Context: an optimization exercise on an open-source flow, tuned for small area and few clock cycles per item. The choices shown serve that exercise and are no tape-out recipe. No functional check of the RTL was part of any run shown here. Power and IR drop assume default switching activity.

==> flow/design.v (outline; a module is shown in full before it is edited, if it fits) <==
// module hsv_adjust_pipe: 100 lines
// module hsv_adjust_gain: 1743 lines
// module hsv_adjust_fa: 4 lines
module hsv_adjust_pipe #(
  parameter int          HW      = 25,
  parameter int          SW      = 18,
  parameter int          FRAC    = 16,
  parameter int unsigned HUE_MAX = 360 << FRAC
) (
  input  logic                 CLK,
  input  logic                 RST_N,
  input  logic                 IN_VALID,
  output logic                 IN_READY,
  input  logic                 IN_SOF,
  input  logic [HW-1:0]        H,
  input  logic [SW-1:0]        S,
  input  logic [SW-1:0]        V,
  input  logic                 CNTL_WR,
  input  logic signed [HW:0]   CNTL_HUE,
  input  logic signed [SW-1:0] CNTL_SAT,
  input  logic signed [SW-1:0] CNTL_VAL,
  input  logic                 CNTL_BYP,
  output logic                 OUT_VALID,
  input  logic                 OUT_READY,
  output logic                 OUT_SOF,
  output logic [HW-1:0]        HO,
  output logic [SW-1:0]        SO,
  output logic [SW-1:0]        VO
);
  // ...
==> flow/run.sh <==
#!/bin/bash
# synth_recipe.tcl (not shown) runs the flow's synth.tcl, then flattens the netlist and writes it again
# the make line also repeats each setting of config.mk as NAME=value (left out here)
make -C /OpenROAD-flow-scripts/flow DESIGN_CONFIG=/design/flow/config.mk WORK_HOME=/design/flow/orfs CLKGATE_MAP_FILE= SYNTH_SCRIPT=/design/flow/synth_recipe.tcl finish
==> flow/config.mk <==
export PLATFORM = sky130hd
export DESIGN_NAME = hsv_adjust_pipe
export DESIGN_NICKNAME = hsv_adjust_pipe
export VERILOG_FILES = /design/flow/design.v
export SDC_FILE = /design/flow/constraint.sdc
export NUM_CORES = 4
export LEC_CHECK = 0
export CAP_MARGIN = 20
export CORE_MARGIN = 2
export CORE_UTILIZATION = 40
export SLEW_MARGIN = 20
export SYNTH_HIERARCHICAL = 1
export SYNTH_MINIMUM_KEEP_SIZE = 0
==> flow/constraint.sdc <==
create_clock -name core_clock -period 10.0 [get_ports {CLK}]
set_input_delay 2.0000 -clock core_clock [delete_from_list [all_inputs] [get_ports {CLK}]]
set_output_delay 2.0000 -clock core_clock [all_outputs]
set_load 0.01 [all_outputs]
==> run_results.csv, run 1 <==
group,metric,value,unit
status,status,"timing/DRC/antenna clean",
placed_design,routabilityCongestion,0.9005,
worst_setup_path,worstPathMaxFanout,22,
synth,ys_warn_count,7,
cts,htreeDepth,4,
power,vdd_ir_drop_max,0.1848,mV
sta,fin_crit,9699,ps
sta,min_period_over_period,96.99,%
global_routing,grt_antenna_before_repair,9,
cts,cts_setup_buffers,6,
final_layout,final_cell_mix,"544 x nand2_1, 488 x fa_1, 191 x inv_1",
route,wl_met3,4.752,mm
route,wl_per_cell,20.14,µm
synth,synth_edf_count,124,
power,clock_power,0.708,mW
power,maxPowerGroup,"combinational logic",
flow_run,maxCapViolCount,0,
synth,synthArstFlopShare,1.587,%
route,drt_iter0_drc,1122,
cts,clkLatencyLatePin,510,ps
final_layout,area_growth_syn_to_layout,16.17,%
route,via_per_inst,5.391,
worst_setup_path,endpoint,"SO[13]",
placed_design,place_ws,262.7,ps
final_layout,flops_and_latches,189,
placed_design,portBuffers,193,
floorplan,core-area,60250,µm²
cts,clockRootBuffer,"clkbuf_16",
hold_path,worstHoldStart,"pend[23]",
worst_setup_path,cp_num_cells,28,
final_layout,largestRegisters,"act x62, pend x62, b_h x25",
final_layout,clock_cell_area_share,2.058,%
placed_design,post_dp_cell_area,27310,µm²
worst_setup_path,reg2reg_slack,8120,ps
floorplan,dieArea,62830,µm²
worst_setup_path,slowest_delay,580,ps
==> module hsv_adjust_pipe, before the edit <==
module hsv_adjust_pipe #(
  parameter int          HW      = 25,
  parameter int          SW      = 18,
  parameter int          FRAC    = 16,
  parameter int unsigned HUE_MAX = 360 << FRAC
) (
  input  logic                 CLK,
  input  logic                 RST_N,
  input  logic                 IN_VALID,
  output logic                 IN_READY,
  input  logic                 IN_SOF,
  input  logic [HW-1:0]        H,
  input  logic [SW-1:0]        S,
  input  logic [SW-1:0]        V,
  input  logic                 CNTL_WR,
  input  logic signed [HW:0]   CNTL_HUE,
  input  logic signed [SW-1:0] CNTL_SAT,
  input  logic signed [SW-1:0] CNTL_VAL,
  input  logic                 CNTL_BYP,
  output logic                 OUT_VALID,
  input  logic                 OUT_READY,
  output logic                 OUT_SOF,
  output logic [HW-1:0]        HO,
  output logic [SW-1:0]        SO,
  output logic [SW-1:0]        VO
);
  localparam logic [HW:0]   HMAX    = HUE_MAX[HW:0];
  localparam int unsigned   HLAST_I = HUE_MAX - 1;
  localparam logic [HW-1:0] HLAST   = HLAST_I[HW-1:0];
  typedef struct packed {
    logic [HW-1:0] hue;
    logic [SW-1:0] sat;
    logic [SW-1:0] val;
    logic          byp;
  } cntl_t;
  logic  accept, take, pend_flag, act_vld;
  logic  [HW:0] hue_norm;
  cntl_t wr_set, pend, pend_nx, act;
  assign IN_READY = ~OUT_VALID | OUT_READY;
  assign accept   = IN_VALID & IN_READY;
  assign take     = accept & IN_SOF & (pend_flag | CNTL_WR);
  always_comb begin
    hue_norm = CNTL_HUE;
    if (CNTL_HUE[HW])
      hue_norm = CNTL_HUE + HMAX;
    wr_set  = {hue_norm[HW-1:0], CNTL_SAT, CNTL_VAL, CNTL_BYP};
    pend_nx = CNTL_WR ? wr_set : pend;
  end
  always_ff @(posedge CLK)
    pend <= pend_nx;
  always_ff @(posedge CLK)
    if (take)
      act <= pend_nx;
  always_ff @(posedge CLK or negedge RST_N) begin
    if (!RST_N) begin
      act_vld   <= 1'b0;
      pend_flag <= 1'b0;
    end else begin
      if (take) begin
        act_vld   <= 1'b1;
        pend_flag <= 1'b0;
      end else if (CNTL_WR) begin
        pend_flag <= 1'b1;
      end
    end
  end
  logic          b_sof;
  logic [HW-1:0] b_h;
  logic [SW-1:0] b_s, b_v;
  always_ff @(posedge CLK or negedge RST_N) begin
    if (!RST_N)
      OUT_VALID <= 1'b0;
    else if (IN_READY)
      OUT_VALID <= IN_VALID;
  end
  always_ff @(posedge CLK) begin
    if (IN_READY) begin
      b_sof <= IN_SOF;
      b_h   <= H;
      b_s   <= S;
      b_v   <= V;
    end
  end
  logic zero, byp;
  assign zero = act.byp | ~act_vld;
  assign byp  = act.byp & act_vld;
  hsv_adjust_gain u_sg (.x(b_s), .g(act.sat), .z(zero), .byp(byp), .y(SO));
  hsv_adjust_gain u_vg (.x(b_v), .g(act.val), .z(zero), .byp(byp), .y(VO));
  logic [HW-1:0] h_cl, off;
  logic [HW:0]   hs;
  always_comb begin
    off  = act.hue & {HW{~zero}};
    h_cl = (!byp && {1'b0, b_h} >= HMAX) ? HLAST : b_h;
    hs   = {1'b0, h_cl} + {1'b0, off};
    if (!byp && hs >= HMAX)
      hs = hs - HMAX;
    OUT_SOF = b_sof;
    HO = hs[HW-1:0];
  end
endmodule
==> run 2, diff against run 1 <==
--- a/flow/design.v
+++ b/flow/design.v
@@ -81,27 +81,118 @@
       b_v   <= V;
     end
   end
   logic zero, byp;
   assign zero = act.byp | ~act_vld;
   assign byp  = act.byp & act_vld;
   hsv_adjust_gain u_sg (.x(b_s), .g(act.sat), .z(zero), .byp(byp), .y(SO));
   hsv_adjust_gain u_vg (.x(b_v), .g(act.val), .z(zero), .byp(byp), .y(VO));
-  logic [HW-1:0] h_cl, off;
-  logic [HW:0]   hs;
-  always_comb begin
-    off  = act.hue & {HW{~zero}};
-    h_cl = (!byp && {1'b0, b_h} >= HMAX) ? HLAST : b_h;
-    hs   = {1'b0, h_cl} + {1'b0, off};
-    if (!byp && hs >= HMAX)
-      hs = hs - HMAX;
-    OUT_SOF = b_sof;
-    HO = hs[HW-1:0];
-  end
+  logic [HW-1:0] off;
+  assign off     = act.hue & {HW{~zero}};
+  assign OUT_SOF = b_sof;
+  hsv_adjust_hue u_hue (.h(b_h), .off(off), .byp(byp), .y(HO));
+endmodule
+module hsv_adjust_hue (
+  input  logic [24:0] h,
+  input  logic [24:0] off,
+  input  logic        byp,
+  output logic [24:0] y
+);
+  logic clamp, c19;
+  logic [18:0] hc;
+  logic [5:0] hc_hi;
+  logic [6:0] t0, t1;
+  logic [5:0] r0, r1;
+  logic hs1;
+  logic hc2;
+  logic hs3;
+  logic hc4;
+  logic hs5;
+  logic hc6;
+  logic hs7;
+  logic hc8;
+  logic hs9;
+  logic hc10;
+  logic hs11;
+  logic hc12;
+  logic hs13;
+  logic hc14;
+  logic hs15;
+  logic hc16;
+  logic hs17;
+  logic hc18;
+  logic hs19;
+  logic hc20;
+  logic hs21;
+  logic hc22;
+  logic hs23;
+  logic hc24;
+  logic hs25;
+  logic hc26;
+  logic hs27;
+  logic hc28;
+  logic hs29;
+  logic hc30;
+  logic hs31;
+  logic hc32;
+  logic hp33;
+  logic hg34;
+  logic hp35;
+  logic hg36;
+  logic hp37;
+  logic hg38;
+  logic hg39;
+  logic hp40;
+  logic hg41;
+  logic hp42;
+  logic hg43;
+  logic hp44;
+  logic hg45;
+  logic hp46;
+  logic hs47;
+  logic hs48;
+  logic hs49;
+  assign clamp = ~byp & (h[24:19] >= 6'd45);
+  assign hc = h[18:0] | {19{clamp}};
+  assign hc_hi = clamp ? 6'd44 : h[24:19];
+  hsv_adjust_ha u_hs1 (.a(hc[0]), .b(off[0]), .s(hs1), .c(hc2));
+  hsv_adjust_fa u_hs3 (.a(hc[1]), .b(off[1]), .c(hc2), .s(hs3), .co(hc4));
+  hsv_adjust_fa u_hs5 (.a(hc[2]), .b(off[2]), .c(hc4), .s(hs5), .co(hc6));
+  hsv_adjust_fa u_hs7 (.a(hc[3]), .b(off[3]), .c(hc6), .s(hs7), .co(hc8));
+  hsv_adjust_fa u_hs9 (.a(hc[4]), .b(off[4]), .c(hc8), .s(hs9), .co(hc10));
+  hsv_adjust_fa u_hs11 (.a(hc[5]), .b(off[5]), .c(hc10), .s(hs11), .co(hc12));
+  hsv_adjust_fa u_hs13 (.a(hc[6]), .b(off[6]), .c(hc12), .s(hs13), .co(hc14));
+  hsv_adjust_fa u_hs15 (.a(hc[7]), .b(off[7]), .c(hc14), .s(hs15), .co(hc16));
+  hsv_adjust_fa u_hs17 (.a(hc[8]), .b(off[8]), .c(hc16), .s(hs17), .co(hc18));
+  hsv_adjust_fa u_hs19 (.a(hc[9]), .b(off[9]), .c(hc18), .s(hs19), .co(hc20));
+  hsv_adjust_fa u_hs21 (.a(hc[10]), .b(off[10]), .c(hc20), .s(hs21), .co(hc22));
+  hsv_adjust_fa u_hs23 (.a(hc[11]), .b(off[11]), .c(hc22), .s(hs23), .co(hc24));
+  hsv_adjust_fa u_hs25 (.a(hc[12]), .b(off[12]), .c(hc24), .s(hs25), .co(hc26));
+  hsv_adjust_fa u_hs27 (.a(hc[13]), .b(off[13]), .c(hc26), .s(hs27), .co(hc28));
+  hsv_adjust_fa u_hs29 (.a(hc[14]), .b(off[14]), .c(hc28), .s(hs29), .co(hc30));
+  hsv_adjust_fa u_hs31 (.a(hc[15]), .b(off[15]), .c(hc30), .s(hs31), .co(hc32));
+  hsv_adjust_ha u_hp33 (.a(hc[16]), .b(off[16]), .s(hp33), .c(hg34));
+  hsv_adjust_ha u_hp35 (.a(hc[17]), .b(off[17]), .s(hp35), .c(hg36));
+  hsv_adjust_ha u_hp37 (.a(hc[18]), .b(off[18]), .s(hp37), .c(hg38));
+  assign hg39 = hg34 | (hp33 & hc32);
+  assign hg41 = hg38 | (hp37 & hg36);
+  assign hp42 = hp37 & hp35;
+  assign hg43 = hg36 | (hp35 & hg39);
+  assign hg45 = hg41 | (hp42 & hg39);
+  assign hs47 = hp33 ^ hc32;
+  assign hs48 = hp35 ^ hg39;
+  assign hs49 = hp37 ^ hg43;
+  assign c19 = hg45;
+  assign y[18:0] = {hs49, hs48, hs47, hs31, hs29, hs27, hs25, hs23, hs21, hs19, hs17, hs15, hs13, hs11, hs9, hs7, hs5, hs3, hs1};
+  assign t0 = {1'b0, hc_hi} + {1'b0, off[24:19]} + {6'd0, c19};
+  assign r0 = (~byp & (t0 >= 7'd45)) ? 6'(t0 - 7'd45) : t0[5:0];
+  assign t1 = '0;
+  assign r1 = '0;
+  assign y[24:19] = r0;
 endmodule
 module hsv_adjust_gain (
   input  logic [17:0] x,
   input  logic [17:0] g,
   input  logic        z,      
   input  logic        byp,    
   output logic [17:0] y
 );
@@ -915,77 +1006,77 @@
   logic c805;
   logic s806;
   logic c807;
   logic s808;
   logic c809;
   logic s810;
   logic c811;
   logic p812;
-  logic g813;
+  logic k813;
   logic p814;
-  logic g815;
+  logic k815;
   logic p816;
-  logic g817;
+  logic k817;
   logic p818;
-  logic g819;
+  logic k819;
   logic p820;
-  logic g821;
+  logic k821;
   logic p822;
-  logic g823;
+  logic k823;
   logic p824;
-  logic g825;
+  logic k825;
   logic p826;
-  logic g827;
+  logic k827;
   logic p828;
-  logic g829;
+  logic k829;
   logic p830;
-  logic g831;
+  logic k831;
   logic p832;
-  logic g833;
+  logic k833;
   logic p834;
-  logic g835;
+  logic k835;
   logic p836;
-  logic g837;
+  logic k837;
   logic p838;
-  logic g839;
+  logic k839;
   logic p840;
-  logic g841;
+  logic k841;
   logic p842;
-  logic g843;
+  logic k843;
   logic p844;
-  logic g845;
+  logic k845;
   logic p846;
-  logic g847;
+  logic k847;
   logic p848;
-  logic g849;
+  logic k849;
   logic p850;
-  logic g851;
+  logic k851;
   logic p852;
-  logic g853;
+  logic k853;
   logic p854;
-  logic g855;
+  logic k855;
   logic p856;
-  logic g857;
+  logic k857;
   logic p858;
-  logic g859;
+  logic k859;
   logic p860;
-  logic g861;
+  logic k861;
   logic p862;
-  logic g863;
+  logic k863;
   logic p864;
-  logic g865;
+  logic k865;
   logic p866;
-  logic g867;
+  logic k867;
   logic p868;
-  logic g869;
+  logic k869;
   logic p870;
-  logic g871;
+  logic k871;
   logic p872;
-  logic g873;
+  logic k873;
   logic p874;
   logic g875;
   logic p876;
   logic g877;
   logic p878;
   logic g879;
   logic p880;
   logic g881;
@@ -1390,87 +1481,78 @@
   assign pp296 = ~((x[8] & m16) | (x[7] & m17));
   assign pp297 = ~((x[9] & m16) | (x[8] & m17));
   assign pp298 = ~((x[10] & m16) | (x[9] & m17));
   assign pp299 = ~((x[11] & m16) | (x[10] & m17));
   assign pp300 = ~((x[12] & m16) | (x[11] & m17));
   assign pp301 = ~((x[13] & m16) | (x[12] & m17));
   assign pp302 = ~((x[14] & m16) | (x[13] & m17));
   assign pp303 = ~((x[15] & m16) | (x[14] & m17));
-  assign s304 = ~(pp14 ^ pp31);
-  assign c305 = pp14 | pp31;
+  hsv_adjust_fa u_s304 (.a(pp14), .b(pp31), .c(1'b1), .s(s304), .co(c305));
   hsv_adjust_fa u_s306 (.a(pp15), .b(pp32), .c(pp49), .s(s306), .co(c307));
-  assign s308 = ~(pp66 ^ pp83);
-  assign c309 = pp66 | pp83;
+  hsv_adjust_fa u_s308 (.a(pp66), .b(pp83), .c(1'b1), .s(s308), .co(c309));
   hsv_adjust_fa u_s310 (.a(pp16), .b(pp33), .c(pp50), .s(s310), .co(c311));
   hsv_adjust_fa u_s312 (.a(pp67), .b(pp84), .c(pp101), .s(s312), .co(c313));
-  assign s314 = ~(pp118 ^ pp135);
-  assign c315 = pp118 | pp135;
+  hsv_adjust_fa u_s314 (.a(pp118), .b(pp135), .c(1'b1), .s(s314), .co(c315));
   hsv_adjust_fa u_s316 (.a(pp17), .b(pp34), .c(pp51), .s(s316), .co(c317));
   hsv_adjust_fa u_s318 (.a(pp68), .b(pp85), .c(pp102), .s(s318), .co(c319));
   hsv_adjust_fa u_s320 (.a(pp119), .b(pp136), .c(pp153), .s(s320), .co(c321));
-  assign s322 = ~(pp170 ^ pp187);
-  assign c323 = pp170 | pp187;
+  hsv_adjust_fa u_s322 (.a(pp170), .b(pp187), .c(1'b1), .s(s322), .co(c323));
   hsv_adjust_fa u_s324 (.a(pp18), .b(pp35), .c(pp52), .s(s324), .co(c325));
   hsv_adjust_fa u_s326 (.a(pp69), .b(pp86), .c(pp103), .s(s326), .co(c327));
   hsv_adjust_fa u_s328 (.a(pp120), .b(pp137), .c(pp154), .s(s328), .co(c329));
   hsv_adjust_fa u_s330 (.a(pp171), .b(pp188), .c(pp205), .s(s330), .co(c331));
   hsv_adjust_fa u_s332 (.a(pp36), .b(pp53), .c(pp70), .s(s332), .co(c333));
   hsv_adjust_fa u_s334 (.a(pp87), .b(pp104), .c(pp121), .s(s334), .co(c335));
   hsv_adjust_fa u_s336 (.a(pp138), .b(pp155), .c(pp172), .s(s336), .co(c337));
-  assign s338 = ~(pp189 ^ pp206);
-  assign c339 = pp189 | pp206;
+  hsv_adjust_fa u_s338 (.a(pp189), .b(pp206), .c(1'b1), .s(s338), .co(c339));
   hsv_adjust_fa u_s340 (.a(pp54), .b(pp71), .c(pp88), .s(s340), .co(c341));
   hsv_adjust_fa u_s342 (.a(pp105), .b(pp122), .c(pp139), .s(s342), .co(c343));
   hsv_adjust_fa u_s344 (.a(pp156), .b(pp173), .c(pp190), .s(s344), .co(c345));
   hsv_adjust_fa u_s346 (.a(pp72), .b(pp89), .c(pp106), .s(s346), .co(c347));
   hsv_adjust_fa u_s348 (.a(pp123), .b(pp140), .c(pp157), .s(s348), .co(c349));
   hsv_adjust_fa u_s350 (.a(pp90), .b(pp107), .c(pp124), .s(s350), .co(c351));
-  assign s352 = ~(pp10 ^ pp27);
-  assign c353 = pp10 | pp27;
+  hsv_adjust_fa u_s352 (.a(pp10), .b(pp27), .c(1'b1), .s(s352), .co(c353));
   hsv_adjust_fa u_s354 (.a(pp11), .b(pp28), .c(pp45), .s(s354), .co(c355));
-  assign s356 = ~(pp62 ^ pp79);
-  assign c357 = pp62 | pp79;
+  hsv_adjust_fa u_s356 (.a(pp62), .b(pp79), .c(1'b1), .s(s356), .co(c357));
   hsv_adjust_fa u_s358 (.a(pp12), .b(pp29), .c(pp46), .s(s358), .co(c359));
   hsv_adjust_fa u_s360 (.a(pp63), .b(pp80), .c(pp97), .s(s360), .co(c361));
-  assign s362 = ~(pp114 ^ pp131);
-  assign c363 = pp114 | pp131;
+  hsv_adjust_fa u_s362 (.a(pp114), .b(pp131), .c(1'b1), .s(s362), .co(c363));
   hsv_adjust_fa u_s364 (.a(pp13), .b(pp30), .c(pp47), .s(s364), .co(c365));
   hsv_adjust_fa u_s366 (.a(pp64), .b(pp81), .c(pp98), .s(s366), .co(c367));
   hsv_adjust_fa u_s368 (.a(pp115), .b(pp132), .c(pp149), .s(s368), .co(c369));
-  assign s370 = ~(pp166 ^ pp183);
-  assign c371 = pp166 | pp183;
+  hsv_adjust_fa u_s370 (.a(pp166), .b(pp183), .c(1'b1), .s(s370), .co(c371));
   hsv_adjust_fa u_s372 (.a(pp48), .b(pp65), .c(pp82), .s(s372), .co(c373));
   hsv_adjust_fa u_s374 (.a(pp99), .b(pp116), .c(pp133), .s(s374), .co(c375));
   hsv_adjust_fa u_s376 (.a(pp150), .b(pp167), .c(pp184), .s(s376), .co(c377));
   hsv_adjust_fa u_s378 (.a(pp201), .b(pp218), .c(pp235), .s(s378), .co(c379));
   hsv_adjust_fa u_s380 (.a(pp100), .b(pp117), .c(pp134), .s(s380), .co(c381));
   hsv_adjust_fa u_s382 (.a(pp151), .b(pp168), .c(pp185), .s(s382), .co(c383));
   hsv_adjust_fa u_s384 (.a(pp202), .b(pp219), .c(pp236), .s(s384), .co(c385));
-  hsv_adjust_fa u_s386 (.a(pp253), .b(s308), .c(c305), .s(s386), .co(c387));
+  hsv_adjust_fa u_s386 (.a(pp253), .b(s306), .c(s308), .s(s386), .co(c387));
   hsv_adjust_fa u_s388 (.a(pp152), .b(pp169), .c(pp186), .s(s388), .co(c389));
   hsv_adjust_fa u_s390 (.a(pp203), .b(pp220), .c(pp237), .s(s390), .co(c391));
-  hsv_adjust_fa u_s392 (.a(pp254), .b(pp271), .c(s314), .s(s392), .co(c393));
-  hsv_adjust_fa u_s394 (.a(c309), .b(c307), .c(s310), .s(s394), .co(c395));
+  hsv_adjust_fa u_s392 (.a(pp254), .b(pp271), .c(c307), .s(s392), .co(c393));
+  hsv_adjust_fa u_s394 (.a(s310), .b(s312), .c(s314), .s(s394), .co(c395));
   hsv_adjust_fa u_s396 (.a(pp204), .b(pp221), .c(pp238), .s(s396), .co(c397));
   hsv_adjust_fa u_s398 (.a(pp255), .b(pp272), .c(pp288), .s(s398), .co(c399));
-  hsv_adjust_fa u_s400 (.a(s322), .b(c315), .c(c311), .s(s400), .co(c401));
-  hsv_adjust_fa u_s402 (.a(c313), .b(s316), .c(s318), .s(s402), .co(c403));
+  hsv_adjust_fa u_s400 (.a(c311), .b(c313), .c(s316), .s(s400), .co(c401));
+  hsv_adjust_fa u_s402 (.a(s318), .b(s320), .c(s322), .s(s402), .co(c403));
   hsv_adjust_fa u_s404 (.a(pp222), .b(pp239), .c(pp256), .s(s404), .co(c405));
-  hsv_adjust_fa u_s406 (.a(pp273), .b(pp289), .c(c323), .s(s406), .co(c407));
-  hsv_adjust_fa u_s408 (.a(c317), .b(c319), .c(c321), .s(s408), .co(c409));
-  hsv_adjust_fa u_s410 (.a(s324), .b(s326), .c(s328), .s(s410), .co(c411));
+  hsv_adjust_fa u_s406 (.a(pp273), .b(pp289), .c(c317), .s(s406), .co(c407));
+  hsv_adjust_fa u_s408 (.a(c319), .b(c321), .c(s324), .s(s408), .co(c409));
+  hsv_adjust_fa u_s410 (.a(s326), .b(s328), .c(s330), .s(s410), .co(c411));
   hsv_adjust_fa u_s412 (.a(pp223), .b(pp240), .c(pp257), .s(s412), .co(c413));
-  hsv_adjust_fa u_s414 (.a(pp274), .b(pp290), .c(s338), .s(s414), .co(c415));
-  hsv_adjust_fa u_s416 (.a(c325), .b(c327), .c(c329), .s(s416), .co(c417));
-  hsv_adjust_fa u_s418 (.a(c331), .b(s332), .c(s334), .s(s418), .co(c419));
+  hsv_adjust_fa u_s414 (.a(pp274), .b(pp290), .c(c325), .s(s414), .co(c415));
+  hsv_adjust_fa u_s416 (.a(c327), .b(c329), .c(c331), .s(s416), .co(c417));
+  hsv_adjust_fa u_s418 (.a(s332), .b(s334), .c(s336), .s(s418), .co(c419));
   hsv_adjust_fa u_s420 (.a(pp207), .b(pp224), .c(pp241), .s(s420), .co(c421));
   hsv_adjust_fa u_s422 (.a(pp258), .b(pp275), .c(pp291), .s(s422), .co(c423));
-  hsv_adjust_fa u_s424 (.a(c339), .b(c333), .c(c335), .s(s424), .co(c425));
-  hsv_adjust_fa u_s426 (.a(c337), .b(s340), .c(s342), .s(s426), .co(c427));
+  hsv_adjust_fa u_s424 (.a(c333), .b(c335), .c(c337), .s(s424), .co(c425));
+  hsv_adjust_fa u_s426 (.a(s340), .b(s342), .c(s344), .s(s426), .co(c427));
   hsv_adjust_fa u_s428 (.a(pp174), .b(pp191), .c(pp208), .s(s428), .co(c429));
   hsv_adjust_fa u_s430 (.a(pp225), .b(pp242), .c(pp259), .s(s430), .co(c431));
   hsv_adjust_fa u_s432 (.a(pp276), .b(pp292), .c(c341), .s(s432), .co(c433));
   hsv_adjust_fa u_s434 (.a(c343), .b(c345), .c(s346), .s(s434), .co(c435));
   hsv_adjust_fa u_s436 (.a(pp141), .b(pp158), .c(pp175), .s(s436), .co(c437));
   hsv_adjust_fa u_s438 (.a(pp192), .b(pp209), .c(pp226), .s(s438), .co(c439));
   hsv_adjust_fa u_s440 (.a(pp243), .b(pp260), .c(pp277), .s(s440), .co(c441));
   hsv_adjust_fa u_s442 (.a(pp293), .b(c347), .c(c349), .s(s442), .co(c443));
@@ -1479,56 +1561,53 @@
   hsv_adjust_fa u_s448 (.a(pp210), .b(pp227), .c(pp244), .s(s448), .co(c449));
   hsv_adjust_fa u_s450 (.a(pp261), .b(pp278), .c(pp294), .s(s450), .co(c451));
   hsv_adjust_fa u_s452 (.a(pp126), .b(pp143), .c(pp160), .s(s452), .co(c453));
   hsv_adjust_fa u_s454 (.a(pp177), .b(pp194), .c(pp211), .s(s454), .co(c455));
   hsv_adjust_fa u_s456 (.a(pp228), .b(pp245), .c(pp262), .s(s456), .co(c457));
   hsv_adjust_fa u_s458 (.a(pp144), .b(pp161), .c(pp178), .s(s458), .co(c459));
   hsv_adjust_fa u_s460 (.a(pp195), .b(pp212), .c(pp229), .s(s460), .co(c461));
   hsv_adjust_fa u_s462 (.a(pp162), .b(pp179), .c(pp196), .s(s462), .co(c463));
-  assign s464 = ~(pp7 ^ pp24);
-  assign c465 = pp7 | pp24;
+  hsv_adjust_fa u_s464 (.a(pp7), .b(pp24), .c(1'b1), .s(s464), .co(c465));
   hsv_adjust_fa u_s466 (.a(pp8), .b(pp25), .c(pp42), .s(s466), .co(c467));
-  assign s468 = ~(pp59 ^ pp76);
-  assign c469 = pp59 | pp76;
+  hsv_adjust_fa u_s468 (.a(pp59), .b(pp76), .c(1'b1), .s(s468), .co(c469));
   hsv_adjust_fa u_s470 (.a(pp9), .b(pp26), .c(pp43), .s(s470), .co(c471));
   hsv_adjust_fa u_s472 (.a(pp60), .b(pp77), .c(pp94), .s(s472), .co(c473));
-  assign s474 = ~(pp111 ^ pp128);
-  assign c475 = pp111 | pp128;
+  hsv_adjust_fa u_s474 (.a(pp111), .b(pp128), .c(1'b1), .s(s474), .co(c475));
   hsv_adjust_fa u_s476 (.a(pp44), .b(pp61), .c(pp78), .s(s476), .co(c477));
   hsv_adjust_fa u_s478 (.a(pp95), .b(pp112), .c(pp129), .s(s478), .co(c479));
   hsv_adjust_fa u_s480 (.a(pp146), .b(pp163), .c(s352), .s(s480), .co(c481));
   hsv_adjust_fa u_s482 (.a(pp96), .b(pp113), .c(pp130), .s(s482), .co(c483));
   hsv_adjust_fa u_s484 (.a(pp147), .b(pp164), .c(pp181), .s(s484), .co(c485));
-  hsv_adjust_fa u_s486 (.a(s356), .b(c353), .c(s354), .s(s486), .co(c487));
+  hsv_adjust_fa u_s486 (.a(s354), .b(s356), .c(c353), .s(s486), .co(c487));
   hsv_adjust_fa u_s488 (.a(pp148), .b(pp165), .c(pp182), .s(s488), .co(c489));
-  hsv_adjust_fa u_s490 (.a(pp199), .b(s362), .c(c357), .s(s490), .co(c491));
-  hsv_adjust_fa u_s492 (.a(c355), .b(s358), .c(s360), .s(s492), .co(c493));
-  hsv_adjust_fa u_s494 (.a(pp200), .b(pp217), .c(s370), .s(s494), .co(c495));
-  hsv_adjust_fa u_s496 (.a(c363), .b(c359), .c(c361), .s(s496), .co(c497));
-  hsv_adjust_fa u_s498 (.a(s364), .b(s366), .c(s368), .s(s498), .co(c499));
-  hsv_adjust_fa u_s500 (.a(s304), .b(c371), .c(c365), .s(s500), .co(c501));
-  hsv_adjust_fa u_s502 (.a(c367), .b(c369), .c(s372), .s(s502), .co(c503));
-  hsv_adjust_fa u_s504 (.a(s374), .b(s376), .c(s378), .s(s504), .co(c505));
+  hsv_adjust_fa u_s490 (.a(pp199), .b(c355), .c(s358), .s(s490), .co(c491));
+  hsv_adjust_fa u_s492 (.a(s360), .b(s362), .c(c357), .s(s492), .co(c493));
+  hsv_adjust_fa u_s494 (.a(pp200), .b(pp217), .c(c359), .s(s494), .co(c495));
+  hsv_adjust_fa u_s496 (.a(c361), .b(s364), .c(s366), .s(s496), .co(c497));
+  hsv_adjust_fa u_s498 (.a(s368), .b(s370), .c(c363), .s(s498), .co(c499));
+  hsv_adjust_fa u_s500 (.a(c365), .b(c367), .c(c369), .s(s500), .co(c501));
+  hsv_adjust_fa u_s502 (.a(s372), .b(s374), .c(s376), .s(s502), .co(c503));
+  hsv_adjust_fa u_s504 (.a(s378), .b(s304), .c(c371), .s(s504), .co(c505));
   hsv_adjust_fa u_s506 (.a(c373), .b(c375), .c(c377), .s(s506), .co(c507));
   hsv_adjust_fa u_s508 (.a(c379), .b(s380), .c(s382), .s(s508), .co(c509));
-  hsv_adjust_fa u_s510 (.a(s384), .b(s306), .c(s386), .s(s510), .co(c511));
+  hsv_adjust_fa u_s510 (.a(s384), .b(c305), .c(s386), .s(s510), .co(c511));
   hsv_adjust_fa u_s512 (.a(c381), .b(c383), .c(c385), .s(s512), .co(c513));
-  hsv_adjust_fa u_s514 (.a(s388), .b(s390), .c(s312), .s(s514), .co(c515));
+  hsv_adjust_fa u_s514 (.a(s388), .b(s390), .c(c309), .s(s514), .co(c515));
   hsv_adjust_fa u_s516 (.a(s392), .b(c387), .c(s394), .s(s516), .co(c517));
   hsv_adjust_fa u_s518 (.a(c389), .b(c391), .c(s396), .s(s518), .co(c519));
-  hsv_adjust_fa u_s520 (.a(s320), .b(s398), .c(c393), .s(s520), .co(c521));
-  hsv_adjust_fa u_s522 (.a(s400), .b(c395), .c(s402), .s(s522), .co(c523));
+  hsv_adjust_fa u_s520 (.a(c315), .b(s398), .c(c393), .s(s520), .co(c521));
+  hsv_adjust_fa u_s522 (.a(c395), .b(s400), .c(s402), .s(s522), .co(c523));
   hsv_adjust_fa u_s524 (.a(c397), .b(c399), .c(s404), .s(s524), .co(c525));
-  hsv_adjust_fa u_s526 (.a(s330), .b(s406), .c(c401), .s(s526), .co(c527));
+  hsv_adjust_fa u_s526 (.a(c323), .b(s406), .c(c401), .s(s526), .co(c527));
   hsv_adjust_fa u_s528 (.a(c403), .b(s408), .c(s410), .s(s528), .co(c529));
-  hsv_adjust_fa u_s530 (.a(c405), .b(s412), .c(s336), .s(s530), .co(c531));
+  hsv_adjust_fa u_s530 (.a(c405), .b(s412), .c(s338), .s(s530), .co(c531));
   hsv_adjust_fa u_s532 (.a(c407), .b(s414), .c(c409), .s(s532), .co(c533));
   hsv_adjust_fa u_s534 (.a(c411), .b(s416), .c(s418), .s(s534), .co(c535));
-  hsv_adjust_fa u_s536 (.a(c413), .b(s420), .c(s344), .s(s536), .co(c537));
+  hsv_adjust_fa u_s536 (.a(c413), .b(s420), .c(c339), .s(s536), .co(c537));
   hsv_adjust_fa u_s538 (.a(s422), .b(c415), .c(c417), .s(s538), .co(c539));
   hsv_adjust_fa u_s540 (.a(c419), .b(s424), .c(s426), .s(s540), .co(c541));
   hsv_adjust_fa u_s542 (.a(c421), .b(c423), .c(s428), .s(s542), .co(c543));
   hsv_adjust_fa u_s544 (.a(s430), .b(s348), .c(s432), .s(s544), .co(c545));
   hsv_adjust_fa u_s546 (.a(c425), .b(c427), .c(s434), .s(s546), .co(c547));
   hsv_adjust_fa u_s548 (.a(c429), .b(c431), .c(s436), .s(s548), .co(c549));
   hsv_adjust_fa u_s550 (.a(s438), .b(s440), .c(s350), .s(s550), .co(c551));
   hsv_adjust_fa u_s552 (.a(c433), .b(c435), .c(s442), .s(s552), .co(c553));
@@ -1545,49 +1624,47 @@
   hsv_adjust_fa u_s574 (.a(pp264), .b(pp281), .c(pp297), .s(s574), .co(c575));
   hsv_adjust_fa u_s576 (.a(c459), .b(c461), .c(s462), .s(s576), .co(c577));
   hsv_adjust_fa u_s578 (.a(pp180), .b(pp197), .c(pp214), .s(s578), .co(c579));
   hsv_adjust_fa u_s580 (.a(pp231), .b(pp248), .c(pp265), .s(s580), .co(c581));
   hsv_adjust_fa u_s582 (.a(pp282), .b(pp298), .c(c463), .s(s582), .co(c583));
   hsv_adjust_fa u_s584 (.a(pp198), .b(pp215), .c(pp232), .s(s584), .co(c585));
   hsv_adjust_fa u_s586 (.a(pp249), .b(pp266), .c(pp283), .s(s586), .co(c587));
   hsv_adjust_fa u_s588 (.a(pp216), .b(pp233), .c(pp250), .s(s588), .co(c589));
-  assign s590 = ~(pp5 ^ pp22);
-  assign c591 = pp5 | pp22;
+  hsv_adjust_fa u_s590 (.a(pp5), .b(pp22), .c(1'b1), .s(s590), .co(c591));
   hsv_adjust_fa u_s592 (.a(pp6), .b(pp23), .c(pp40), .s(s592), .co(c593));
-  assign s594 = ~(pp57 ^ pp74);
-  assign c595 = pp57 | pp74;
+  hsv_adjust_fa u_s594 (.a(pp57), .b(pp74), .c(1'b1), .s(s594), .co(c595));
   hsv_adjust_fa u_s596 (.a(pp41), .b(pp58), .c(pp75), .s(s596), .co(c597));
   hsv_adjust_fa u_s598 (.a(pp92), .b(pp109), .c(s464), .s(s598), .co(c599));
   hsv_adjust_fa u_s600 (.a(pp93), .b(pp110), .c(pp127), .s(s600), .co(c601));
-  hsv_adjust_fa u_s602 (.a(s468), .b(c465), .c(s466), .s(s602), .co(c603));
-  hsv_adjust_fa u_s604 (.a(pp145), .b(s474), .c(c469), .s(s604), .co(c605));
-  hsv_adjust_fa u_s606 (.a(c467), .b(s470), .c(s472), .s(s606), .co(c607));
-  hsv_adjust_fa u_s608 (.a(c475), .b(c471), .c(c473), .s(s608), .co(c609));
-  hsv_adjust_fa u_s610 (.a(s476), .b(s478), .c(s480), .s(s610), .co(c611));
+  hsv_adjust_fa u_s602 (.a(s466), .b(s468), .c(c465), .s(s602), .co(c603));
+  hsv_adjust_fa u_s604 (.a(pp145), .b(c467), .c(s470), .s(s604), .co(c605));
+  hsv_adjust_fa u_s606 (.a(s472), .b(s474), .c(c469), .s(s606), .co(c607));
+  hsv_adjust_fa u_s608 (.a(c471), .b(c473), .c(s476), .s(s608), .co(c609));
+  hsv_adjust_fa u_s610 (.a(s478), .b(c475), .c(s480), .s(s610), .co(c611));
   hsv_adjust_fa u_s612 (.a(c477), .b(c479), .c(s482), .s(s612), .co(c613));
   hsv_adjust_fa u_s614 (.a(s484), .b(c481), .c(s486), .s(s614), .co(c615));
   hsv_adjust_fa u_s616 (.a(c483), .b(c485), .c(s488), .s(s616), .co(c617));
-  hsv_adjust_fa u_s618 (.a(s490), .b(c487), .c(s492), .s(s618), .co(c619));
+  hsv_adjust_fa u_s618 (.a(c487), .b(s490), .c(s492), .s(s618), .co(c619));
   hsv_adjust_fa u_s620 (.a(c489), .b(s494), .c(c491), .s(s620), .co(c621));
   hsv_adjust_fa u_s622 (.a(c493), .b(s496), .c(s498), .s(s622), .co(c623));
-  hsv_adjust_fa u_s624 (.a(c495), .b(s500), .c(c497), .s(s624), .co(c625));
-  hsv_adjust_fa u_s626 (.a(c499), .b(s502), .c(s504), .s(s626), .co(c627));
+  hsv_adjust_fa u_s624 (.a(c495), .b(c497), .c(c499), .s(s624), .co(c625));
+  hsv_adjust_fa u_s626 (.a(s500), .b(s502), .c(s504), .s(s626), .co(c627));
   hsv_adjust_fa u_s628 (.a(c501), .b(c503), .c(c505), .s(s628), .co(c629));
   hsv_adjust_fa u_s630 (.a(s506), .b(s508), .c(s510), .s(s630), .co(c631));
   hsv_adjust_fa u_s632 (.a(c507), .b(c509), .c(s512), .s(s632), .co(c633));
   hsv_adjust_fa u_s634 (.a(s514), .b(c511), .c(s516), .s(s634), .co(c635));
   hsv_adjust_fa u_s636 (.a(c513), .b(c515), .c(s518), .s(s636), .co(c637));
   hsv_adjust_fa u_s638 (.a(s520), .b(c517), .c(s522), .s(s638), .co(c639));
   hsv_adjust_fa u_s640 (.a(c519), .b(s524), .c(c521), .s(s640), .co(c641));
   hsv_adjust_fa u_s642 (.a(s526), .b(c523), .c(s528), .s(s642), .co(c643));
   hsv_adjust_fa u_s644 (.a(c525), .b(s530), .c(c527), .s(s644), .co(c645));
   hsv_adjust_fa u_s646 (.a(s532), .b(c529), .c(s534), .s(s646), .co(c647));
-  hsv_adjust_fa u_s648 (.a(c531), .b(s536), .c(c533), .s(s648), .co(c649));
-  hsv_adjust_fa u_s650 (.a(s538), .b(c535), .c(s540), .s(s650), .co(c651));
+  hsv_adjust_fa u_s648 (.a(c531), .b(s536), .c(s538), .s(s648), .co(c649));
+  hsv_adjust_fa u_s650 (.a(c533), .b(c535), .c(s540), .s(s650), .co(c651));
   hsv_adjust_fa u_s652 (.a(c537), .b(s542), .c(c539), .s(s652), .co(c653));
   hsv_adjust_fa u_s654 (.a(s544), .b(c541), .c(s546), .s(s654), .co(c655));
   hsv_adjust_fa u_s656 (.a(c543), .b(s548), .c(s550), .s(s656), .co(c657));
   hsv_adjust_fa u_s658 (.a(c545), .b(c547), .c(s552), .s(s658), .co(c659));
   hsv_adjust_fa u_s660 (.a(c549), .b(c551), .c(s554), .s(s660), .co(c661));
   hsv_adjust_fa u_s662 (.a(s556), .b(s558), .c(c553), .s(s662), .co(c663));
   hsv_adjust_fa u_s664 (.a(s560), .b(c555), .c(c557), .s(s664), .co(c665));
   hsv_adjust_fa u_s666 (.a(s562), .b(s564), .c(c559), .s(s666), .co(c667));
@@ -1599,23 +1676,22 @@
   hsv_adjust_fa u_s678 (.a(s580), .b(s582), .c(c577), .s(s678), .co(c679));
   hsv_adjust_fa u_s680 (.a(pp299), .b(c579), .c(c581), .s(s680), .co(c681));
   hsv_adjust_fa u_s682 (.a(s584), .b(s586), .c(c583), .s(s682), .co(c683));
   hsv_adjust_fa u_s684 (.a(pp267), .b(pp284), .c(pp300), .s(s684), .co(c685));
   hsv_adjust_fa u_s686 (.a(c585), .b(c587), .c(s588), .s(s686), .co(c687));
   hsv_adjust_fa u_s688 (.a(pp234), .b(pp251), .c(pp268), .s(s688), .co(c689));
   hsv_adjust_fa u_s690 (.a(pp285), .b(pp301), .c(c589), .s(s690), .co(c691));
   hsv_adjust_fa u_s692 (.a(pp252), .b(pp269), .c(pp286), .s(s692), .co(c693));
-  assign s694 = ~(pp4 ^ pp21);
-  assign c695 = pp4 | pp21;
+  hsv_adjust_fa u_s694 (.a(pp4), .b(pp21), .c(1'b1), .s(s694), .co(c695));
   hsv_adjust_fa u_s696 (.a(pp39), .b(pp56), .c(pp73), .s(s696), .co(c697));
-  hsv_adjust_fa u_s698 (.a(pp91), .b(s594), .c(c591), .s(s698), .co(c699));
-  hsv_adjust_fa u_s700 (.a(c595), .b(c593), .c(s596), .s(s700), .co(c701));
+  hsv_adjust_fa u_s698 (.a(pp91), .b(s592), .c(s594), .s(s698), .co(c699));
+  hsv_adjust_fa u_s700 (.a(c593), .b(s596), .c(c595), .s(s700), .co(c701));
   hsv_adjust_fa u_s702 (.a(c597), .b(s600), .c(c599), .s(s702), .co(c703));
-  hsv_adjust_fa u_s704 (.a(c601), .b(s604), .c(c603), .s(s704), .co(c705));
+  hsv_adjust_fa u_s704 (.a(c601), .b(c603), .c(s604), .s(s704), .co(c705));
   hsv_adjust_fa u_s706 (.a(c605), .b(c607), .c(s608), .s(s706), .co(c707));
   hsv_adjust_fa u_s708 (.a(c609), .b(s612), .c(c611), .s(s708), .co(c709));
   hsv_adjust_fa u_s710 (.a(c613), .b(s616), .c(c615), .s(s710), .co(c711));
   hsv_adjust_fa u_s712 (.a(c617), .b(s620), .c(c619), .s(s712), .co(c713));
   hsv_adjust_fa u_s714 (.a(c621), .b(s624), .c(c623), .s(s714), .co(c715));
   hsv_adjust_fa u_s716 (.a(c625), .b(s628), .c(c627), .s(s716), .co(c717));
   hsv_adjust_fa u_s718 (.a(c629), .b(s632), .c(c631), .s(s718), .co(c719));
   hsv_adjust_fa u_s720 (.a(c633), .b(s636), .c(c635), .s(s720), .co(c721));
@@ -1629,27 +1705,26 @@
   hsv_adjust_fa u_s736 (.a(s668), .b(c665), .c(s670), .s(s736), .co(c737));
   hsv_adjust_fa u_s738 (.a(s672), .b(c669), .c(c671), .s(s738), .co(c739));
   hsv_adjust_fa u_s740 (.a(c673), .b(s676), .c(c675), .s(s740), .co(c741));
   hsv_adjust_fa u_s742 (.a(c677), .b(s680), .c(s682), .s(s742), .co(c743));
   hsv_adjust_fa u_s744 (.a(s684), .b(c681), .c(s686), .s(s744), .co(c745));
   hsv_adjust_fa u_s746 (.a(c685), .b(s688), .c(s690), .s(s746), .co(c747));
   hsv_adjust_fa u_s748 (.a(pp302), .b(c689), .c(s692), .s(s748), .co(c749));
   hsv_adjust_fa u_s750 (.a(pp270), .b(pp287), .c(pp303), .s(s750), .co(c751));
-  assign s752 = ~(pp3 ^ pp20);
-  assign c753 = pp3 | pp20;
+  hsv_adjust_fa u_s752 (.a(pp3), .b(pp20), .c(1'b1), .s(s752), .co(c753));
   hsv_adjust_fa u_s754 (.a(pp38), .b(pp55), .c(s694), .s(s754), .co(c755));
-  hsv_adjust_fa u_s756 (.a(s590), .b(c695), .c(s696), .s(s756), .co(c757));
-  hsv_adjust_fa u_s758 (.a(c697), .b(s592), .c(s698), .s(s758), .co(c759));
+  hsv_adjust_fa u_s756 (.a(s696), .b(s590), .c(c695), .s(s756), .co(c757));
+  hsv_adjust_fa u_s758 (.a(c697), .b(c591), .c(s698), .s(s758), .co(c759));
   hsv_adjust_fa u_s760 (.a(s598), .b(c699), .c(s700), .s(s760), .co(c761));
   hsv_adjust_fa u_s762 (.a(c701), .b(s602), .c(s702), .s(s762), .co(c763));
-  hsv_adjust_fa u_s764 (.a(c703), .b(s606), .c(s704), .s(s764), .co(c765));
+  hsv_adjust_fa u_s764 (.a(s606), .b(c703), .c(s704), .s(s764), .co(c765));
   hsv_adjust_fa u_s766 (.a(s610), .b(c705), .c(s706), .s(s766), .co(c767));
-  hsv_adjust_fa u_s768 (.a(s614), .b(c707), .c(s708), .s(s768), .co(c769));
-  hsv_adjust_fa u_s770 (.a(c709), .b(s618), .c(s710), .s(s770), .co(c771));
+  hsv_adjust_fa u_s768 (.a(c707), .b(s614), .c(s708), .s(s768), .co(c769));
+  hsv_adjust_fa u_s770 (.a(s618), .b(c709), .c(s710), .s(s770), .co(c771));
   hsv_adjust_fa u_s772 (.a(s622), .b(c711), .c(s712), .s(s772), .co(c773));
   hsv_adjust_fa u_s774 (.a(s626), .b(c713), .c(s714), .s(s774), .co(c775));
   hsv_adjust_fa u_s776 (.a(s630), .b(c715), .c(s716), .s(s776), .co(c777));
   hsv_adjust_fa u_s778 (.a(s634), .b(c717), .c(s718), .s(s778), .co(c779));
   hsv_adjust_fa u_s780 (.a(s638), .b(c719), .c(s720), .s(s780), .co(c781));
   hsv_adjust_fa u_s782 (.a(s642), .b(c721), .c(s722), .s(s782), .co(c783));
   hsv_adjust_fa u_s784 (.a(s646), .b(c723), .c(s724), .s(s784), .co(c785));
   hsv_adjust_fa u_s786 (.a(s650), .b(c725), .c(s726), .s(s786), .co(c787));
@@ -1661,119 +1736,88 @@
   hsv_adjust_fa u_s798 (.a(s674), .b(s738), .c(c737), .s(s798), .co(c799));
   hsv_adjust_fa u_s800 (.a(s678), .b(c739), .c(s740), .s(s800), .co(c801));
   hsv_adjust_fa u_s802 (.a(c679), .b(s742), .c(c741), .s(s802), .co(c803));
   hsv_adjust_fa u_s804 (.a(c683), .b(s744), .c(c743), .s(s804), .co(c805));
   hsv_adjust_fa u_s806 (.a(c687), .b(s746), .c(c745), .s(s806), .co(c807));
   hsv_adjust_fa u_s808 (.a(c691), .b(s748), .c(c747), .s(s808), .co(c809));
   hsv_adjust_fa u_s810 (.a(c693), .b(s750), .c(c749), .s(s810), .co(c811));
   assign p812 = ~pp1;
-  assign g813 = ~(pp2 | pp19);
-  assign p814 = pp2 ^ pp19;
-  assign g815 = ~(pp37 | s752);
-  assign p816 = pp37 ^ s752;
-  assign g817 = ~(c753 | s754);
-  assign p818 = c753 ^ s754;
-  assign g819 = ~(c755 | s756);
-  assign p820 = c755 ^ s756;
-  assign g821 = ~(c757 | s758);
-  assign p822 = c757 ^ s758;
-  assign g823 = ~(c759 | s760);
-  assign p824 = c759 ^ s760;
-  assign g825 = ~(c761 | s762);
-  assign p826 = c761 ^ s762;
-  assign g827 = ~(c763 | s764);
-  assign p828 = c763 ^ s764;
-  assign g829 = ~(c765 | s766);
-  assign p830 = c765 ^ s766;
-  assign g831 = ~(c767 | s768);
-  assign p832 = c767 ^ s768;
-  assign g833 = ~(c769 | s770);
-  assign p834 = c769 ^ s770;
-  assign g835 = ~(c771 | s772);
-  assign p836 = c771 ^ s772;
-  assign g837 = ~(c773 | s774);
-  assign p838 = c773 ^ s774;
-  assign g839 = ~(c775 | s776);
-  assign p840 = c775 ^ s776;
-  assign g841 = ~(c777 | s778);
-  assign p842 = c777 ^ s778;
-  assign g843 = ~(c779 | s780);
-  assign p844 = c779 ^ s780;
-  assign g845 = ~(c781 | s782);
-  assign p846 = c781 ^ s782;
-  assign g847 = ~(c783 | s784);
-  assign p848 = c783 ^ s784;
-  assign g849 = ~(c785 | s786);
-  assign p850 = c785 ^ s786;
-  assign g851 = ~(c787 | s788);
-  assign p852 = c787 ^ s788;
-  assign g853 = ~(c789 | s790);
-  assign p854 = c789 ^ s790;
-  assign g855 = ~(c791 | s792);
-  assign p856 = c791 ^ s792;
-  assign g857 = ~(s794 | c793);
-  assign p858 = s794 ^ c793;
-  assign g859 = ~(s796 | c795);
-  assign p860 = s796 ^ c795;
-  assign g861 = ~(s798 | c797);
-  assign p862 = s798 ^ c797;
-  assign g863 = ~(s800 | c799);
-  assign p864 = s800 ^ c799;
-  assign g865 = ~(s802 | c801);
-  assign p866 = s802 ^ c801;
-  assign g867 = ~(s804 | c803);
-  assign p868 = s804 ^ c803;
-  assign g869 = ~(s806 | c805);
-  assign p870 = s806 ^ c805;
-  assign g871 = ~(s808 | c807);
-  assign p872 = s808 ^ c807;
-  assign g873 = ~(s810 | c809);
-  assign p874 = s810 ^ c809;
-  assign g875 = g813 | (p814 & 1'b0);
+  hsv_adjust_ha u_p814 (.a(pp2), .b(pp19), .s(p814), .c(k813));
+  hsv_adjust_ha u_p816 (.a(pp37), .b(s752), .s(p816), .c(k815));
+  hsv_adjust_ha u_p818 (.a(c753), .b(s754), .s(p818), .c(k817));
+  hsv_adjust_ha u_p820 (.a(c755), .b(s756), .s(p820), .c(k819));
+  hsv_adjust_ha u_p822 (.a(c757), .b(s758), .s(p822), .c(k821));
+  hsv_adjust_ha u_p824 (.a(c759), .b(s760), .s(p824), .c(k823));
+  hsv_adjust_ha u_p826 (.a(c761), .b(s762), .s(p826), .c(k825));
+  hsv_adjust_ha u_p828 (.a(c763), .b(s764), .s(p828), .c(k827));
+  hsv_adjust_ha u_p830 (.a(c765), .b(s766), .s(p830), .c(k829));
+  hsv_adjust_ha u_p832 (.a(c767), .b(s768), .s(p832), .c(k831));
+  hsv_adjust_ha u_p834 (.a(c769), .b(s770), .s(p834), .c(k833));
+  hsv_adjust_ha u_p836 (.a(c771), .b(s772), .s(p836), .c(k835));
+  hsv_adjust_ha u_p838 (.a(c773), .b(s774), .s(p838), .c(k837));
+  hsv_adjust_ha u_p840 (.a(c775), .b(s776), .s(p840), .c(k839));
+  hsv_adjust_ha u_p842 (.a(c777), .b(s778), .s(p842), .c(k841));
+  hsv_adjust_ha u_p844 (.a(c779), .b(s780), .s(p844), .c(k843));
+  hsv_adjust_ha u_p846 (.a(c781), .b(s782), .s(p846), .c(k845));
+  hsv_adjust_ha u_p848 (.a(c783), .b(s784), .s(p848), .c(k847));
+  hsv_adjust_ha u_p850 (.a(c785), .b(s786), .s(p850), .c(k849));
+  hsv_adjust_ha u_p852 (.a(c787), .b(s788), .s(p852), .c(k851));
+  hsv_adjust_ha u_p854 (.a(c789), .b(s790), .s(p854), .c(k853));
+  hsv_adjust_ha u_p856 (.a(c791), .b(s792), .s(p856), .c(k855));
+  hsv_adjust_ha u_p858 (.a(s794), .b(c793), .s(p858), .c(k857));
+  hsv_adjust_ha u_p860 (.a(s796), .b(c795), .s(p860), .c(k859));
+  hsv_adjust_ha u_p862 (.a(s798), .b(c797), .s(p862), .c(k861));
+  hsv_adjust_ha u_p864 (.a(s800), .b(c799), .s(p864), .c(k863));
+  hsv_adjust_ha u_p866 (.a(s802), .b(c801), .s(p866), .c(k865));
+  hsv_adjust_ha u_p868 (.a(s804), .b(c803), .s(p868), .c(k867));
+  hsv_adjust_ha u_p870 (.a(s806), .b(c805), .s(p870), .c(k869));
+  hsv_adjust_ha u_p872 (.a(s808), .b(c807), .s(p872), .c(k871));
+  hsv_adjust_ha u_p874 (.a(s810), .b(c809), .s(p874), .c(k873));
+  assign g875 = k813 | (p814 & 1'b1);
   assign p876 = 1'b0;
-  assign g877 = g815 | (p816 & g875);
+  assign g877 = k815 | (p816 & g875);
   assign p878 = 1'b0;
-  assign g879 = g817 | (p818 & g877);
+  assign g879 = k817 | (p818 & g877);
   assign p880 = 1'b0;
-  assign g881 = g819 | (p820 & g879);
+  assign g881 = k819 | (p820 & g879);
   assign p882 = 1'b0;
-  assign g883 = g821 | (p822 & g881);
+  assign g883 = k821 | (p822 & g881);
   assign p884 = 1'b0;
-  assign g885 = g823 | (p824 & g883);
+  assign g885 = k823 | (p824 & g883);
   assign p886 = 1'b0;
-  assign g887 = g825 | (p826 & g885);
+  assign g887 = k825 | (p826 & g885);
   assign p888 = 1'b0;
-  assign g889 = g827 | (p828 & g887);
+  assign g889 = k827 | (p828 & g887);
   assign p890 = 1'b0;
-  assign g891 = g829 | (p830 & g889);
+  assign g891 = k829 | (p830 & g889);
   assign p892 = 1'b0;
-  assign g893 = g831 | (p832 & g891);
+  assign g893 = k831 | (p832 & g891);
   assign p894 = 1'b0;
-  assign g895 = g833 | (p834 & g893);
+  assign g895 = k833 | (p834 & g893);
   assign p896 = 1'b0;
-  assign g897 = g835 | (p836 & g895);
+  assign g897 = k835 | (p836 & g895);
   assign p898 = 1'b0;
-  assign g899 = g839 | (p840 & g837);
+  assign g899 = k839 | (p840 & k837);
   assign p900 = p840 & p838;
-  assign g901 = g843 | (p844 & g841);
+  assign g901 = k843 | (p844 & k841);
   assign p902 = p844 & p842;
-  assign g903 = g847 | (p848 & g845);
+  assign g903 = k847 | (p848 & k845);
   assign p904 = p848 & p846;
-  assign g905 = g851 | (p852 & g849);
+  assign g905 = k851 | (p852 & k849);
   assign p906 = p852 & p850;
-  assign g907 = g855 | (p856 & g853);
+  assign g907 = k855 | (p856 & k853);
   assign p908 = p856 & p854;
-  assign g909 = g859 | (p860 & g857);
+  assign g909 = k859 | (p860 & k857);
   assign p910 = p860 & p858;
-  assign g911 = g863 | (p864 & g861);
+  assign g911 = k863 | (p864 & k861);
   assign p912 = p864 & p862;
-  assign g913 = g867 | (p868 & g865);
+  assign g913 = k867 | (p868 & k865);
   assign p914 = p868 & p866;
-  assign g915 = g871 | (p872 & g869);
+  assign g915 = k871 | (p872 & k869);
   assign p916 = p872 & p870;
   assign g917 = g899 | (p900 & g897);
   assign p918 = 1'b0;
   assign g919 = g903 | (p904 & g901);
   assign p920 = p904 & p902;
   assign g921 = g907 | (p908 & g905);
   assign p922 = p908 & p906;
   assign g923 = g911 | (p912 & g909);
@@ -1793,55 +1837,59 @@
   assign g937 = g901 | (p902 & g917);
   assign p938 = 1'b0;
   assign g939 = g905 | (p906 & g927);
   assign p940 = 1'b0;
   assign g941 = g909 | (p910 & g933);
   assign p942 = 1'b0;
   assign g943 = g913 | (p914 & g931);
   assign p944 = 1'b0;
-  assign g945 = g837 | (p838 & g897);
+  assign g945 = k837 | (p838 & g897);
   assign p946 = 1'b0;
-  assign g947 = g841 | (p842 & g917);
+  assign g947 = k841 | (p842 & g917);
   assign p948 = 1'b0;
-  assign g949 = g845 | (p846 & g937);
+  assign g949 = k845 | (p846 & g937);
   assign p950 = 1'b0;
-  assign g951 = g849 | (p850 & g927);
+  assign g951 = k849 | (p850 & g927);
   assign p952 = 1'b0;
-  assign g953 = g853 | (p854 & g939);
+  assign g953 = k853 | (p854 & g939);
   assign p954 = 1'b0;
-  assign g955 = g857 | (p858 & g933);
+  assign g955 = k857 | (p858 & g933);
   assign p956 = 1'b0;
-  assign g957 = g861 | (p862 & g941);
+  assign g957 = k861 | (p862 & g941);
   assign p958 = 1'b0;
-  assign g959 = g865 | (p866 & g931);
+  assign g959 = k865 | (p866 & g931);
   assign p960 = 1'b0;
-  assign g961 = g869 | (p870 & g943);
+  assign g961 = k869 | (p870 & g943);
   assign p962 = 1'b0;
-  assign g963 = g873 | (p874 & g935);
+  assign g963 = k873 | (p874 & g935);
   assign p964 = 1'b0;
-  assign sum965 = ~(p844 ^ g947);
-  assign sum966 = ~(p846 ^ g937);
-  assign sum967 = ~(p848 ^ g949);
-  assign sum968 = ~(p850 ^ g927);
-  assign sum969 = ~(p852 ^ g951);
-  assign sum970 = ~(p854 ^ g939);
-  assign sum971 = ~(p856 ^ g953);
-  assign sum972 = ~(p858 ^ g933);
-  assign sum973 = ~(p860 ^ g955);
-  assign sum974 = ~(p862 ^ g941);
-  assign sum975 = ~(p864 ^ g957);
-  assign sum976 = ~(p866 ^ g931);
-  assign sum977 = ~(p868 ^ g959);
-  assign sum978 = ~(p870 ^ g943);
-  assign sum979 = ~(p872 ^ g961);
-  assign sum980 = ~(p874 ^ g935);
+  assign sum965 = p844 ^ g947;
+  assign sum966 = p846 ^ g937;
+  assign sum967 = p848 ^ g949;
+  assign sum968 = p850 ^ g927;
+  assign sum969 = p852 ^ g951;
+  assign sum970 = p854 ^ g939;
+  assign sum971 = p856 ^ g953;
+  assign sum972 = p858 ^ g933;
+  assign sum973 = p860 ^ g955;
+  assign sum974 = p862 ^ g941;
+  assign sum975 = p864 ^ g957;
+  assign sum976 = p866 ^ g931;
+  assign sum977 = p868 ^ g959;
+  assign sum978 = p870 ^ g943;
+  assign sum979 = p872 ^ g961;
+  assign sum980 = p874 ^ g935;
   assign sn = {sum980, sum979, sum978, sum977, sum976, sum975, sum974, sum973, sum972, sum971, sum970, sum969, sum968, sum967, sum966, sum965};
-  assign ovf = (x[17] & ge[15]) | (x[16] & m16) | (x[15] & m17) | (x[17] & m16) | (x[16] & m17) | (x[17] & m17) | ~c751 | ~c811 | g963;
+  assign ovf = (x[17] & ge[15]) | (x[16] & m16) | (x[15] & m17) | (x[17] & m16) | (x[16] & m17) | (x[17] & m17) | ~c751 | ~c811 | ~g963;
   assign kill = ~byp & (neg | ovf);
   assign y[15:0] = ~sn & {16{~kill}};
   assign y[16] = byp ? x[16] : (ovf & ~neg);
   assign y[17] = byp & x[17];
 endmodule
+module hsv_adjust_ha (input logic a, b, output logic s, c);
+  assign s = a ^ b;
+  assign c = a & b;
+endmodule
 module hsv_adjust_fa (input logic a, b, c, output logic s, co);
   assign s  = a ^ b ^ c;
   assign co = (a & b) | (a & c) | (b & c);
 endmodule
==> flow/flow/run.sh (new file) <==
#!/bin/bash
# Standard ORFS layout, with the port buffers made from the smallest buffer
# (every input and output port still gets its own buffer).
set -o pipefail
export BUFFER_PORTS_ARGS="-buffer_cell sky130_fd_sc_hd__buf_1"
bash standard.sh synth > synth.log 2>&1 || exit 1
bash standard.sh finish > layout.log 2>&1 || exit 1
==> flow/standard.sh (new file) <==
#!/bin/bash
# synth_recipe.tcl (not shown) runs the flow's synth.tcl, then flattens the netlist and writes it again
# the make line also repeats each setting of config.mk as NAME=value (left out here)
make -C /OpenROAD-flow-scripts/flow DESIGN_CONFIG=/design/flow/config.mk WORK_HOME=/design/flow/orfs CLKGATE_MAP_FILE= SYNTH_SCRIPT=/design/flow/synth_recipe.tcl "${@:-finish}"
removed: flow/run.sh
==> run_results.csv, run 2 <==
group,metric,value,unit
worst_setup_path,cp_num_buf_inv,1,
sta,fmax,0.08675,GHz
worst_setup_path,slowest_delay,490,ps
synth,synth.distinct_cells,62,
hold_path,worstHoldStart,"pend[19]",
global_routing,grt-ovfl-total,0,
cts,cts_hold_buf,0,
worst_setup_path,crit_family,"adder cells",
final_layout,area_growth_syn_to_layout,11.43,%
placed_design,place_inst,3010,
route,firstDrtPassIters,5,
placed_design,dp.final_hpwl,47.54,mm
cts,cts_tree,"yes",
floorplan,rows,88,
floorplan,start_util,40.40,%
cts,clock_sinks,189,
cts,cts_buffers,17,
route,wl,65.56,mm
sta,finalMaxSlewViolations,0,
floorplan,core-area,57590,µm²
sta,postLayoutSetupSlackWorst,-1527,ps
floorplan,io_pins,194,
status,status,"failed layout checks",
route,drt_iter0_drc,1162,
worst_setup_path,slowest_stage,"fa_2",
floorplan,die_h,245.2,µm
power,power.leakage,8.085,nW
synth,yosysMostFrequentCell,"nand2_1",
global_routing,grt_pass1_vias,18834,
route,via_count,16568,
cts,clockRootBuffer,"clkbuf_16",
sta,setup_violations,6,
status,so_faults,"setup timing",
cts,htreeDepth,4,
sta,relSlewSlack,31.12,%
placed_design,place_ws,-1156,ps
synth,synth_seq_area_share,21.67,%
route,via_per_inst,5.409,
worst_setup_path,setup.worst_path.start,"b_h[19]",
final_layout,multi_input_area,17700,µm²
global_routing,grt_pass1_wl,103.0,mm
sta,min_period_over_period,115.3,%
sta,fin_crit,11530,ps
flow_run,maxCapViolCount,0,
synth,synthArstFlopShare,1.587,%
global_routing,grt_usage,22.59,%
worst_setup_path,worstSetupStartpointType,"flip-flop",
global_routing,grt_max_degree,74,
final_layout,final_common_cell,"nand2_1",
final_layout,largestRegisters,"act x62, pend x62, b_h x25",
final_layout,nNetsFinal,3030,
final_layout,regArea,5040,µm²
final_layout,final_cell_count_no_fill,3063,
worst_setup_path,crit_type,"flip-flop to output pin",
sta,hold_violations,0,
worst_setup_path,endpoint_kind,"output pin",
sta,fin_skew,15.02,ps
synth,yosys.area.top_type,"fa_1",
floorplan,dieArea,60100,µm²
synth,synth_top_flop_cell,"edfxtp_1",
synth,ys_warn_count,7,
worst_setup_path,worstPathMaxFanout,4,
placed_design,portBuffers,193,
route,ant_nets,0,
worst_setup_path,crit_top_cell,"fa_2",
worst_setup_path,worstReg2RegStart,"pend_flag",
synth,synthTopCellsByCount,"595 x nand2_1, 525 x fa_1, 139 x clkbuf_1",
route,wl_per_cell,21.40,µm
synth,syn_area_per_cell,10.95,µm²
route,drc,0,
worst_setup_path,critPathArrivalTime,9530,ps
final_layout,final_cell_mix,"595 x nand2_1, 508 x fa_1, 186 x buf_1",
final_layout,drive_above_1_share,11.76,%
power,vdd_ir_drop_max,0.2298,mV
floorplan,die_x,245.2,µm
synth,syn_area,23260,µm²
final_layout,fillers,5316,
synth,synth_edf_count,124,
sta,rsz0062_at_grt,"yes",
cts,clock_path_buffers,2,
power,power_density,265.2,nW/µm²
cts,clkLatencyLatePin,490,ps
sta,worst_pin_slew,1033,ps
synth,syn-instance-count,2124,
cts,clkTransAtPathRegs,80,ps
hold_path,hp-class,"flip-flop to flip-flop",
synth,ys_ff_latch,189,
synth,yosys.area.top_type_share,45.18,%
synth,synth_area_leaders,"fa_1 45%, edfxtp_1 16%, nand2_1 9.6%, dfxtp_1 5.3%, ha_1 4.9%",
worst_setup_path,cp.required,8000,ps
placed_design,routabilityCongestion,0.8647,
global_routing,grt_antenna_before_repair,6,
==> run 2: changes by cell type after synthesis, moves of 22 or more <==
cell,delta
nand2_1,+51
buf_4,+23
and2_1,-67
ha_1,-25
nor2b_1,+22
fa_1,+32
a22oi_1,-33
inv_1,-182
==> run 2: logic make-up after synthesis <==
family	after synthesis	synth area share (%)
simple gates	869	15.99
fa+ha+maj	617	50.13
buf+inv	198	3.797
flops	189	21.67
compound gates	166	4.642
mux	59	2.840
xor+xnor	24	0.9036
other cells	2	0.03228
==> run 2: stage by stage <==
stage,setup TNS (ps),util (%),cell area (µm²),hold slack [ps],total power [mW]
2_1_floorplan,-2465,-,23460,447.1,4.482
3_3_place_gp,-5114,43.33,24950,453.6,5.977
3_5_place_dp,-6186,43.33,24950,460.7,6.041
4_1_cts,-9129,44.50,25620,479.0,6.807
5_1_grt,-10310,45.00,25920,485.1,7.552
6_report,-8797,45.01,25920,475.1,6.875
==> run 2: per-module statistics from Yosys (local to each module, per instance) <==
module           cells  flip-flops and latches
hsv_adjust_fa        1                       0
hsv_adjust_gain    552                       0
hsv_adjust_ha        1                       0
hsv_adjust_hue     111                       0
hsv_adjust_pipe    320                     189
==> run 2: where the power goes <==
part / total [mW] / switching [mW] / internal, mW / leakage, nW
Combinational: 5.20 / 2.96 / 2.24 / 6.04
Sequential: 0.976 / 0.0762 / 0.899 / 1.75
Clock: 0.701 / 0.355 / 0.346 / 0.293
==> run 2: layout make-up <==
cell class	count	area share [%]
flip-flops and latches	189	19.44
diodes	2	0.01931
multi-input cells	1767	68.27
clock inverters	13	0.5503
inverters	11	0.1786
repair buffers	297	6.101
well taps	765	3.693
clock buffers	19	1.747
==> run 2: path summary, 6_finish.rpt <==
check,endpoint,slack [ps],depth (start not counted)
worst max register to register,act[22],8130,3
worst min-delay path,pend[19],480,1
worst max-delay path,HO[20],-1530,32
max in group asynchronous,OUT_VALID,8500,1
min in group asynchronous,act_vld,1330,1
worst min register to register,pend[19],480,1
==> run 2: repair_timing <==
item / in CTS / in global routing
buffers inserted: 2 / 17
pin swaps: 9 / 6
setup endpoints to repair: 41 / 41
resized for setup: 17 / 33
cloned: 0 / 0
==> run 2: routing by layer <==
| layer | wire (µm) | GRT usage [%] | vias to the layer above |
|---|---|---|---|
| li1 | - | - | 7034 |
| met1 | 25340 | 27.36 | 8664 |
| met2 | 32790 | 38.27 | 717 |
| met3 | 5383 | 6.221 | 145 |
| met4 | 1985 | 8.752 | 8 |
| met5 | 56 | 0 | - |

-- afterwards: timing with drivers on the ports --
No port has a modelled driver above. Below, the same layouts with a new extraction and two added sets of constraints. Step 1: set_driving_cell puts a clkbuf_16 on CLK and a buf_2 on each other input, an assumption about the parent block. Step 2 times the ports against the registers' clock, not the clock port: input delays grow and output delays shrink by t, the midpoint of the rising clock arrivals with the driver on. Three values: ideal ports, drivers, drivers and shift; two values: the first two.
run	t (ns)	slack for setup (ns)	worst setup path at the end	clock arrival spread, ns
run 1	0.550	0.301 / 0.246 / 0.796	register to output	0.025 / 0.025
run 2	0.538	-1.527 / -1.579 / -1.042	register to output	0.019 / 0.019
